This design comes from an exercise in tuning for small area, a short achievable clock period and few clock cycles per item on the open sky130 flow, not from production work. Only simulation tests tie the RTL to the original design; equivalence was not proved. Power and IR drop assume default switching activity.

run 1:
Design blur_mask_top, start of the top module:
module blur_mask_top (
  input  logic                     clock,
  input  logic                     reset,
  input  logic                     pix_write,
  input  logic [4-1:0]     pix_col,
  input  logic [3-1:0]     pix_row,
  input  logic [3*8-1:0] pix_rgb,
  input  logic                     start,
  output logic                     busy,
  output logic                     mask_valid,
  output logic [4-1:0]     mask_col,
  output logic [8-1:0]   mask_bits,
  output logic                     done
);
Settings: LEC_CHECK=0, CAP_MARGIN=5, CORE_MARGIN=2, CORE_UTILIZATION=65, CTS_CLUSTER_DIAMETER=100, CTS_CLUSTER_SIZE=30, SETUP_SLACK_MARGIN=3.8, SLEW_MARGIN=5; clock period 6.0 ns.
run.sh (not shown) runs the stock make flow with config.mk's settings and CLKGATE_MAP_FILE= SYNTH_SCRIPT=/design/flow/synth_recipe.tcl, a recipe that flattens the netlist after the stock synthesis.
Testbench counts of run 1, summed over its fixed seeds: cycles 7,056, frames 48.
### run 1 -> run 2
Settings: changing SETUP_SLACK_MARGIN from 3.8 to 3.7; changing CAP_MARGIN from 5 to 20; changing SLEW_MARGIN from 5 to 20.
--- outcome ---
Each of the runs, namely run 2 and run 1, reached the end of the flow and came out clean. The post-route worst hold slack of run 1 and that of run 2 are within noise of each other. Run 2: vias after detailed routing higher than run 1. Sequential share of layout area across run 2 and run 1: no real change. Looking at total global routing track utilization, run 2 sits 0.37 points higher than run 1 does. Run 2 — power 0.64% higher, run 1 as reference.
The following lists how run 3 was set up differently from run 2:
Settings: CORE_UTILIZATION changed from 65 to 70.
Results
- Going from run 2 to run 3, post-layout total power saw little to no change, aggregate routed wire length has decreased, final design utilization increased 5.6 points.
- Diff run 2 -> run 3 | height of the chip | decrease of 3.6%
- Re area share of xor/xnor cells in the synthesized design: no difference whatsoever between run 2 and run 3.
Modified inputs, run 4 compared to run 3
Settings: PLACE_DENSITY: unset -> 0.8; CORE_UTILIZATION: 70 -> 65; SETUP_SLACK_MARGIN: 3.7 -> 3.8.
### Flow results
In summary, run 4 completed successfully, with a layout that passed the timing, DRC and antenna checks. Final worst-path cycle share ended up 0.40 points lower on run 4 than on run 3. The total power on run 3 is in line with that on run 4. On leakage power figure, run 3 and run 4 are basically level. Delta (run 4 minus run 3): part of the power in registers up 0.2 points, peak supply drop down 0.064 mV, layout overhead on the synthesized area grew by 0.47 points.
--- input diff run 4..run 5 ---
Settings: PLACE_DENSITY no longer set, was 0.8.
[summary]
Delta (run 5 minus run 4): utilization of the core after routing fell by 0.21 points; met1 wire length went up by 12%; critical path depth held steady; summed area of non-filler cells in the final layout held steady; share of the clock period used by the worst path has increased.
When the final numbers for run 4 and run 5 were put side by side, the wire length of the first global-routing pass turned out to be smaller in run 5.
As far as clock-pin transition on the worst setup and hold timing paths is concerned, run 5 and run 4 perform about the same.
The total power was comparable across run 4 and run 5.
Run 5 against run 4; detail-routed via count per cell is down by a few percent.
Run 5 gives less setup slack than run 4 did.


Another version of the RTL of blur_mask_top (not shown whole).
For scale: roughly 1,000 flip-flops, about 50 I/O pins.
==> flow/config.mk <==
export PLATFORM = sky130hd
export DESIGN_NAME = blur_mask_top
export DESIGN_NICKNAME = blur_mask_top
export VERILOG_FILES = /design/flow/design.v
export SDC_FILE = /design/flow/constraint.sdc
export NUM_CORES = 4
export LEC_CHECK = 0
export CAP_MARGIN = 20
export CORE_MARGIN = 2
export CORE_UTILIZATION = 65
export CTS_CLUSTER_DIAMETER = 100
export CTS_CLUSTER_SIZE = 30
export SETUP_SLACK_MARGIN = 4.0
export SLEW_MARGIN = 20
==> flow/constraint.sdc <==
create_clock -name core_clock -period 6.0 [get_ports {clock}]
set_input_delay 1.2000 -clock core_clock [delete_from_list [all_inputs] [get_ports {clock}]]
set_output_delay 1.2000 -clock core_clock [all_outputs]
set_load 0.01 [all_outputs]
Testbench counts at the start, summed over its fixed seeds: cycles 7,056, frames 48.
Rerun with:
--- a/flow/config.mk
+++ b/flow/config.mk
@@ -8,7 +8,7 @@
 export CAP_MARGIN = 20
 export CORE_MARGIN = 2
-export CORE_UTILIZATION = 65
-export CTS_CLUSTER_DIAMETER = 100
-export CTS_CLUSTER_SIZE = 30
+export CORE_UTILIZATION = 40
+export CTS_CLUSTER_DIAMETER = 80
+export CTS_CLUSTER_SIZE = 24
 export SETUP_SLACK_MARGIN = 4.0
 export SLEW_MARGIN = 20
Result:
- worst hold slack improved by 11 ps
- routed wire length grows by 4.0%
- clock skew is higher by 4.9 ps
- worst setup slack gets worse by 57 ps
- global-route usage is lower by 11 points
Rerun with:
--- a/flow/config.mk
+++ b/flow/config.mk
@@ -9,6 +9,6 @@
 export CORE_MARGIN = 2
 export CORE_UTILIZATION = 40
-export CTS_CLUSTER_DIAMETER = 80
-export CTS_CLUSTER_SIZE = 24
+export CTS_CLUSTER_DIAMETER = 100
+export CTS_CLUSTER_SIZE = 30
 export SETUP_SLACK_MARGIN = 4.0
 export SLEW_MARGIN = 20
Global-route usage hardly moves. Combinational power barely changes. Design area falls by 0.48%.
Rerun with:
--- a/flow/config.mk
+++ b/flow/config.mk
@@ -11,4 +11,4 @@
 export CTS_CLUSTER_DIAMETER = 100
 export CTS_CLUSTER_SIZE = 30
-export SETUP_SLACK_MARGIN = 4.0
+export SETUP_SLACK_MARGIN = 3.7
 export SLEW_MARGIN = 20
What happened:
- The changed run completed with no timing, DRC or antenna violations
- cell area came out lower by a few percent
- worst hold slack barely changes
- via count falls slightly
- synthesized area does not change
- routed wire length shrinks slightly
- clock-buffer cell count went up by 2

==> afterwards: timing with drivers on the ports <==
In the flow no input, the clock included, has a driving cell. The finished layouts below were timed again as built, in two steps.
Step 1, drivers: a clkbuf_16 drives clock and a buf_2 each remaining input, both assumed.
Step 2 adds t to the input delays and takes it off the output delays; t is the mean of the earliest and latest rising clock arrival at the registers after step 1. Input paths then give back, and output paths get back, about the clock's delay inside the block.
Slacks: no drivers / after step 1 / after step 2; pairs: no drivers / after step 1.
| run | t, ns | setup slack, ns | clock arrival spread, ns | cell pins on the clock port's net |
|---|---|---|---|---|
| run 1 | 0.687 | 3.705 / 3.642 / 3.464 | 0.037 / 0.038 | 1 |
| run 2 | 0.688 | 3.698 / 3.633 / 3.469 | 0.037 / 0.037 | 1 |
| run 3 | 0.680 | 3.695 / 3.635 / 3.440 | 0.031 / 0.031 | 1 |
| run 4 | 0.663 | 3.719 / 3.659 / 3.469 | 0.028 / 0.029 | 1 |
| run 5 | 0.687 | 3.705 / 3.642 / 3.464 | 0.037 / 0.038 | 1 |
| the first run of note 2 | 0.667 | 3.615 / 3.549 / 2.991 | 0.039 / 0.039 | 1 |
| the second run of note 2 | 0.704 | 3.558 / 3.491 / 3.009 | 0.037 / 0.037 | 1 |
| the third run of note 2 | 0.680 | 3.570 / 3.503 / 2.994 | 0.036 / 0.036 | 1 |
| the fourth run of note 2 | 0.691 | 3.584 / 3.517 / 3.021 | 0.044 / 0.044 | 1 |
After both steps every run listed still meets setup and hold. For the first run of note 2, which loses most, drivers alone change the setup slack by -0.066 ns; drivers and shift together by -0.624 ns.
